Source: an optimization exercise on an open RTL-to-GDS flow (aim: small area). Production flows keep margins and buffers that such runs may drop.
At most, simulation tests tie the RTL to the original design; equivalence was not proved.
Power and IR drop assume default switching activity.

==> flow/design.v <==
`timescale 1ns/1ps
`default_nettype none
package cpu_pkg;
    localparam logic [3:0] OP_ADD  = 4'h0;
    localparam logic [3:0] OP_SUB  = 4'h1;
    localparam logic [3:0] OP_AND  = 4'h2;
    localparam logic [3:0] OP_OR   = 4'h3;
    localparam logic [3:0] OP_XOR  = 4'h4;
    localparam logic [3:0] OP_NOT  = 4'h5;
    localparam logic [3:0] OP_SLA  = 4'h6;
    localparam logic [3:0] OP_SRA  = 4'h7;
    localparam logic [3:0] OP_LI   = 4'h8;
    localparam logic [3:0] OP_LW   = 4'h9;
    localparam logic [3:0] OP_SW   = 4'hA;
    localparam logic [3:0] OP_BIZ  = 4'hB;
    localparam logic [3:0] OP_BNZ  = 4'hC;
    localparam logic [3:0] OP_HALT = 4'hD;
    localparam logic [3:0] OP_JMP  = 4'hE;
endpackage
`default_nettype wire
`timescale 1ns/1ps
`default_nettype none
module cpu_control (
    input  logic       clk,
    input  logic       rst,
    input  logic [3:0] op,           
    input  logic       ready,
    input  logic       t,            
    output logic [3:0] ph,
    output logic       init,
    output logic       fetch,
    output logic       rot1,
    output logic       rot2,
    output logic       mem,
    output logic       in_pc,
    output logic       halted
);
    localparam logic [2:0] S_INIT  = 3'd0;   
    localparam logic [2:0] S_FETCH = 3'd1;
    localparam logic [2:0] S_WAIT  = 3'd2;   
    localparam logic [2:0] S_ROT1  = 3'd3;   
    localparam logic [2:0] S_ROT2  = 3'd4;   
    localparam logic [2:0] S_MEM   = 3'd5;   
    localparam logic [2:0] S_PC    = 3'd6;   
    localparam logic [2:0] S_HALT  = 3'd7;
    logic [2:0] st;
    logic       ph15;
    assign ph15   = (ph == 4'd15);
    assign init   = (st == S_INIT);
    assign fetch  = (st == S_FETCH);
    assign rot1   = (st == S_ROT1);
    assign rot2   = (st == S_ROT2);
    assign mem    = (st == S_MEM);
    assign in_pc  = (st == S_PC);
    assign halted = (st == S_HALT);
    always_ff @(posedge clk or negedge rst) begin
        if (!rst) begin
            st <= S_INIT;
            ph <= 4'd0;
        end else begin
            ph <= ph + 4'd1;
            case (st)
                S_INIT:  if (ph15) st <= S_FETCH;
                S_FETCH: if (ready) begin
                    if (op == cpu_pkg::OP_LW)        st <= S_MEM;
                    else if (op == cpu_pkg::OP_HALT) st <= S_HALT;
                    else                             st <= S_WAIT;
                end
                S_WAIT:  if (ph15) st <= S_ROT1;
                S_ROT1:  if (ph15) st <= (op == cpu_pkg::OP_SW && !t) ? S_MEM : S_ROT2;
                S_ROT2:  if (ph15) st <= S_PC;
                S_MEM:   if (ready) st <= t ? S_WAIT : S_ROT2;
                S_PC:    if (ph == 4'd7) st <= S_FETCH;
                default: st <= S_HALT;
            endcase
        end
    end
endmodule
`default_nettype wire
`timescale 1ns/1ps
`default_nettype none
module cpu_fetch_unit (
    input  logic        clk,
    input  logic        init,
    input  logic        fetch,
    input  logic        rot1,
    input  logic        rot2,
    input  logic        mem,
    input  logic        in_pc,
    input  logic [3:0]  ph,
    input  logic [15:0] mem_rdata,
    input  logic        a,           
    input  logic        sum,         
    input  logic        cout,
    input  logic        taken,
    output logic        t,
    output logic        c,
    output logic        immbit,
    output logic        w0,
    output logic        w1,
    output logic        pc0,
    output logic [7:0]  mem_addr,
    output logic [15:0] mem_wdata,
    output logic        mem_we
);
    logic [7:0]  pc;
    logic [7:0]  imm;
    logic [15:0] w;
    logic        ldsel;      
    assign ldsel  = mem | (rot1 & t);
    assign immbit = ph[3] ? imm[7] : imm[ph[2:0]];
    assign w0     = w[0];
    assign w1     = w[1];
    assign pc0    = pc[0];
    assign mem_addr  = ldsel ? imm : pc;
    assign mem_wdata = w;
    assign mem_we    = mem & ~t;
    always_ff @(posedge clk) begin
        if (fetch) imm <= mem_rdata[7:0];
        if (init || in_pc) pc <= {sum & ~init, pc[7:1]};
        if (rot1 || rot2) w <= {(rot1 & t) ? mem_rdata[ph] : a, w[15:1]};
        c <= cout;
        if (fetch)     t <= (mem_rdata[15:12] == cpu_pkg::OP_LW);
        else if (rot2) t <= taken;
    end
endmodule
`default_nettype wire
`timescale 1ns/1ps
`default_nettype none
module cpu_regfile (
    input  logic        clk,
    input  logic [3:0]  we_lo,    
    input  logic [3:0]  we_hi,    
    input  logic        wbit,     
    input  logic [3:0]  ra,       
    output logic        a         
);
    logic [15:0] regs [16];
    logic [15:0] cur;
    always_ff @(posedge clk) begin
        for (int i = 0; i < 16; i++) begin
            regs[i] <= {(we_lo[i % 4] & we_hi[i / 4]) ? wbit : regs[i][0], regs[i][15:1]};
        end
    end
    always_comb begin
        for (int i = 0; i < 16; i++) cur[i] = regs[i][0];
    end
    assign a = cur[ra];
endmodule
`default_nettype wire
`timescale 1ns/1ps
`default_nettype none
module cpu_execute (
    input  logic [3:0] op,
    input  logic       init,
    input  logic       in_pc,
    input  logic       ph0,
    input  logic       ph15,
    input  logic       a,        
    input  logic       w0,       
    input  logic       w1,       
    input  logic       immbit,   
    input  logic       pc0,      
    input  logic       t,        
    input  logic       c,        
    output logic       sum,
    output logic       cout,
    output logic       wbit,     
    output logic       taken     
);
    logic is_sub, is_br, is_logic, is_or, xa, xb, cin, cinit;
    assign is_sub   = (op == cpu_pkg::OP_SUB);
    assign is_br    = (op == cpu_pkg::OP_BIZ) | (op == cpu_pkg::OP_BNZ);
    assign is_logic = ~in_pc & (op >= cpu_pkg::OP_AND) & (op <= cpu_pkg::OP_NOT);
    assign is_or    = (op == cpu_pkg::OP_OR);
    assign xa = in_pc ? pc0 : a;
    always_comb begin
        if (in_pc)                                            xb = t & immbit;
        else if (is_br || op == cpu_pkg::OP_NOT)              xb = 1'b1;
        else if (op == cpu_pkg::OP_SLA)                       xb = a;
        else                                                  xb = w0 ^ is_sub;
    end
    assign cinit = in_pc | is_sub | is_or;
    assign cin   = (ph0 | is_logic) ? cinit : c;
    assign sum   = xa ^ xb ^ cin;
    assign cout  = (xa & xb) | (xa & cin) | (xb & cin);
    logic whi, wlo;
    assign whi = op[0] ? w0 : immbit;                                    
    always_comb begin
        if (op[2:0] == 3'd7)       wlo = ph15 ? w0 : w1;                 
        else if (op[2:1] == 2'b01) wlo = cout;                           
        else                       wlo = sum;
    end
    assign wbit = ~init & (op[3] ? whi : wlo);
    assign taken = (op == cpu_pkg::OP_JMP) | ((op == cpu_pkg::OP_BIZ) & ~cout)
                 | ((op == cpu_pkg::OP_BNZ) & cout);
endmodule
`default_nettype wire
`timescale 1ns/1ps
`default_nettype none
module cpu_top (
    input  logic                   clk,
    input  logic                   rst,
    output logic [8-1:0] mem_addr,
    output logic [16-1:0] mem_wdata,
    output logic                   mem_we,
    output logic                   mem_req_valid,
    input  logic                   mem_req_ready,
    input  logic [16-1:0] mem_rdata,
    output logic                   halted
);
    logic [3:0] ph;
    logic       init, fetch, rot1, rot2, mem, in_pc;
    logic       t, c, immbit, w0, w1, pc0, sum, cout, wbit, taken, a;
    logic [3:0] op;
    logic [3:0] ra;
    logic [3:0] we_lo, we_hi;
    logic       wr;
    assign op = mem_rdata[15:12];
    assign mem_req_valid = fetch | mem;
    cpu_control control_inst (
        .clk    (clk),
        .rst    (rst),
        .op     (op),
        .ready  (mem_req_ready),
        .t      (t),
        .ph     (ph),
        .init   (init),
        .fetch  (fetch),
        .rot1   (rot1),
        .rot2   (rot2),
        .mem    (mem),
        .in_pc  (in_pc),
        .halted (halted)
    );
    cpu_fetch_unit fetch_inst (
        .clk       (clk),
        .init      (init),
        .fetch     (fetch),
        .rot1      (rot1),
        .rot2      (rot2),
        .mem       (mem),
        .in_pc     (in_pc),
        .ph        (ph),
        .mem_rdata (mem_rdata),
        .a         (a),
        .sum       (sum),
        .cout      (cout),
        .taken     (taken),
        .t         (t),
        .c         (c),
        .immbit    (immbit),
        .w0        (w0),
        .w1        (w1),
        .pc0       (pc0),
        .mem_addr  (mem_addr),
        .mem_wdata (mem_wdata),
        .mem_we    (mem_we)
    );
    cpu_execute execute_inst (
        .op     (op),
        .init   (init),
        .in_pc  (in_pc),
        .ph0    (ph == 4'd0),
        .ph15   (ph == 4'd15),
        .a      (a),
        .w0     (w0),
        .w1     (w1),
        .immbit (immbit),
        .pc0    (pc0),
        .t      (t),
        .c      (c),
        .sum    (sum),
        .cout   (cout),
        .wbit   (wbit),
        .taken  (taken)
    );
    always_comb begin
        if (rot1 && op <= cpu_pkg::OP_XOR)
            ra = mem_rdata[3:0];
        else if (op == cpu_pkg::OP_SW || op == cpu_pkg::OP_BIZ || op == cpu_pkg::OP_BNZ)
            ra = mem_rdata[11:8];
        else
            ra = mem_rdata[7:4];
    end
    assign wr = rot2 & (op <= cpu_pkg::OP_LW);
    always_comb begin
        for (int i = 0; i < 4; i++) begin
            we_lo[i] = init | (wr & (mem_rdata[9:8] == 2'(i)));
            we_hi[i] = init | (mem_rdata[11:10] == 2'(i));
        end
    end
    cpu_regfile regfile_inst (
        .clk   (clk),
        .we_lo (we_lo),
        .we_hi (we_hi),
        .wbit  (wbit),
        .ra    (ra),
        .a     (a)
    );
endmodule
`default_nettype wire
==> flow/config.mk <==
export PLATFORM = sky130hd
export DESIGN_NAME = cpu_top
export DESIGN_NICKNAME = cpu_top
export VERILOG_FILES = /design/flow/design.v
export SDC_FILE = /design/flow/constraint.sdc
export NUM_CORES = 4
export LEC_CHECK = 0
export CAP_MARGIN = 20
export CORE_MARGIN = 2
export CORE_UTILIZATION = 40
export SLEW_MARGIN = 20
export SYNTH_HIERARCHICAL = 1
==> flow/constraint.sdc <==
create_clock -name core_clock -period 10.0 [get_ports {clk}]
set_input_delay 2.0000 -clock core_clock [delete_from_list [all_inputs] [get_ports {clk}]]
set_output_delay 2.0000 -clock core_clock [all_outputs]
set_load 0.01 [all_outputs]
standard.sh (not shown) runs the stock make flow with config.mk's settings and CLKGATE_MAP_FILE= SYNTH_SCRIPT=/design/flow/synth_recipe.tcl, a recipe that flattens the netlist after the stock synthesis.
==> flow/flow/run.sh <==
#!/bin/bash
set -euo pipefail
export BUFFER_PORTS_ARGS="-buffer_cell sky130_fd_sc_hd__buf_1"
export CTS_ARGS="-sink_clustering_enable -repair_clock_nets -dont_use_dummy_load -buf_list sky130_fd_sc_hd__clkbuf_4 -sink_clustering_size 12 -sink_clustering_max_diameter 40"
bash standard.sh synth > synth.log 2>&1
bash standard.sh floorplan > floorplan.log 2>&1
RES=orfs/results/$FLOW_PLATFORM/cpu_top/base
LIB_FILE=$FLOW_HOME/platforms/$FLOW_PLATFORM/lib/sky130_fd_sc_hd__tt_025C_1v80.lib \
ODB_IN=$RES/2_floorplan.odb ODB_OUT=$RES/2_floorplan.odb \
  openroad -no_init -exit flow/downsize.tcl > downsize.log 2>&1
bash standard.sh finish > finish.log 2>&1
==> flow/flow/downsize.tcl <==
# Swap every combinational standard cell for the smallest-area cell of the same
# function (same base name, other drive strength); flip-flops are left alone.
# Later repair steps upsize again wherever slew, capacitance or timing need it.
read_db $::env(ODB_IN)
read_liberty $::env(LIB_FILE)
set db [ord::get_db]
set best [dict create]
foreach lib [$db getLibs] {
  foreach m [$lib getMasters] {
    set n [$m getName]
    if {![regexp {^(sky130_fd_sc_hd__[a-z0-9]+)_([0-9]+)$} $n -> base drive]} { continue }
    set area [expr {[$m getWidth] * [$m getHeight]}]
    if {![dict exists $best $base] || $area < [lindex [dict get $best $base] 1]} {
      dict set best $base [list $n $area]
    }
  }
}
set swapped 0
foreach inst [[ord::get_db_block] getInsts] {
  set m [$inst getMaster]
  set n [$m getName]
  if {![regexp {^(sky130_fd_sc_hd__[a-z0-9]+)_([0-9]+)$} $n -> base drive]} { continue }
  if {[regexp {^sky130_fd_sc_hd__(df|edf|sdf|dl|sdl|tap|fill|decap|conb|diode|clk)} $n]} { continue }
  if {![dict exists $best $base]} { continue }
  set b [lindex [dict get $best $base] 0]
  set area [expr {[$m getWidth] * [$m getHeight]}]
  if {$b ne $n && [lindex [dict get $best $base] 1] < $area} {
    replace_cell [$inst getName] $b
    incr swapped
  }
}
puts "downsize: swapped $swapped cells"
write_db $::env(ODB_OUT)
==> next run, changes <==
--- a/flow/design.v
+++ b/flow/design.v
@@ -67,13 +67,13 @@
                     else                             st <= S_WAIT;
                 end
                 S_WAIT:  if (ph15) st <= S_ROT1;
                 S_ROT1:  if (ph15) st <= (op == cpu_pkg::OP_SW && !t) ? S_MEM : S_ROT2;
                 S_ROT2:  if (ph15) st <= S_PC;
                 S_MEM:   if (ready) st <= t ? S_WAIT : S_ROT2;
-                S_PC:    if (ph == 4'd7) st <= S_FETCH;
+                S_PC:    if (ph15) st <= S_FETCH;
                 default: st <= S_HALT;
             endcase
         end
     end
 endmodule
 `default_nettype wire
@@ -114,13 +114,13 @@
     assign pc0    = pc[0];
     assign mem_addr  = ldsel ? imm : pc;
     assign mem_wdata = w;
     assign mem_we    = mem & ~t;
     always_ff @(posedge clk) begin
         if (fetch) imm <= mem_rdata[7:0];
-        if (init || in_pc) pc <= {sum & ~init, pc[7:1]};
+        if (init || (in_pc && !ph[3])) pc <= {sum & ~init, pc[7:1]};
         if (rot1 || rot2) w <= {(rot1 & t) ? mem_rdata[ph] : a, w[15:1]};
         c <= cout;
         if (fetch)     t <= (mem_rdata[15:12] == cpu_pkg::OP_LW);
         else if (rot2) t <= taken;
     end
 endmodule
Worst setup slack degrades by 0.15 ns.
Count of clock-buffer cells in the layout does not change.
Sequential power rises by about a fifth.
Sequential cell count is unchanged.
Hold slack improves by 0.017 ns.
Final cell count is about the same.
Sequential share of layout area rises by 0.18 points.
For the first run of this note, only the layout was checked, not whether the RTL still works.

re-timing with driven ports:
The results above use ideal ports. As a check the final layouts listed here were re-extracted and re-timed, cells and wires unchanged.
Step 1: set_driving_cell puts a clkbuf_16 on clk and a buf_2 on each other input, an assumption about the parent block.
Step 2 moves the port delays by t, midway between the first and last clock arrival at a register: inputs arrive t later, outputs are due t later. That takes back most of the time a late clock gives input paths.
a / b / c = ideal / step 1 / step 2; a / b = the first two.
run	shift t [ns]	setup slack, ns	hold WS [ns]	slew at the worst register clock pin (ns)	worst slew at a driven data input, ns
the first run	0.603	4.067 / 4.068 / 3.465	0.265 / 0.265 / 0.265	0.12 / 0.12	0.05
the second run	0.601	3.922 / 3.929 / 3.329	0.282 / 0.282 / 0.282	0.11 / 0.11	0.04
After both steps every run listed still meets setup and hold. For the first run, which loses most, drivers alone change the setup slack by +0.001 ns; drivers and shift together by -0.602 ns.
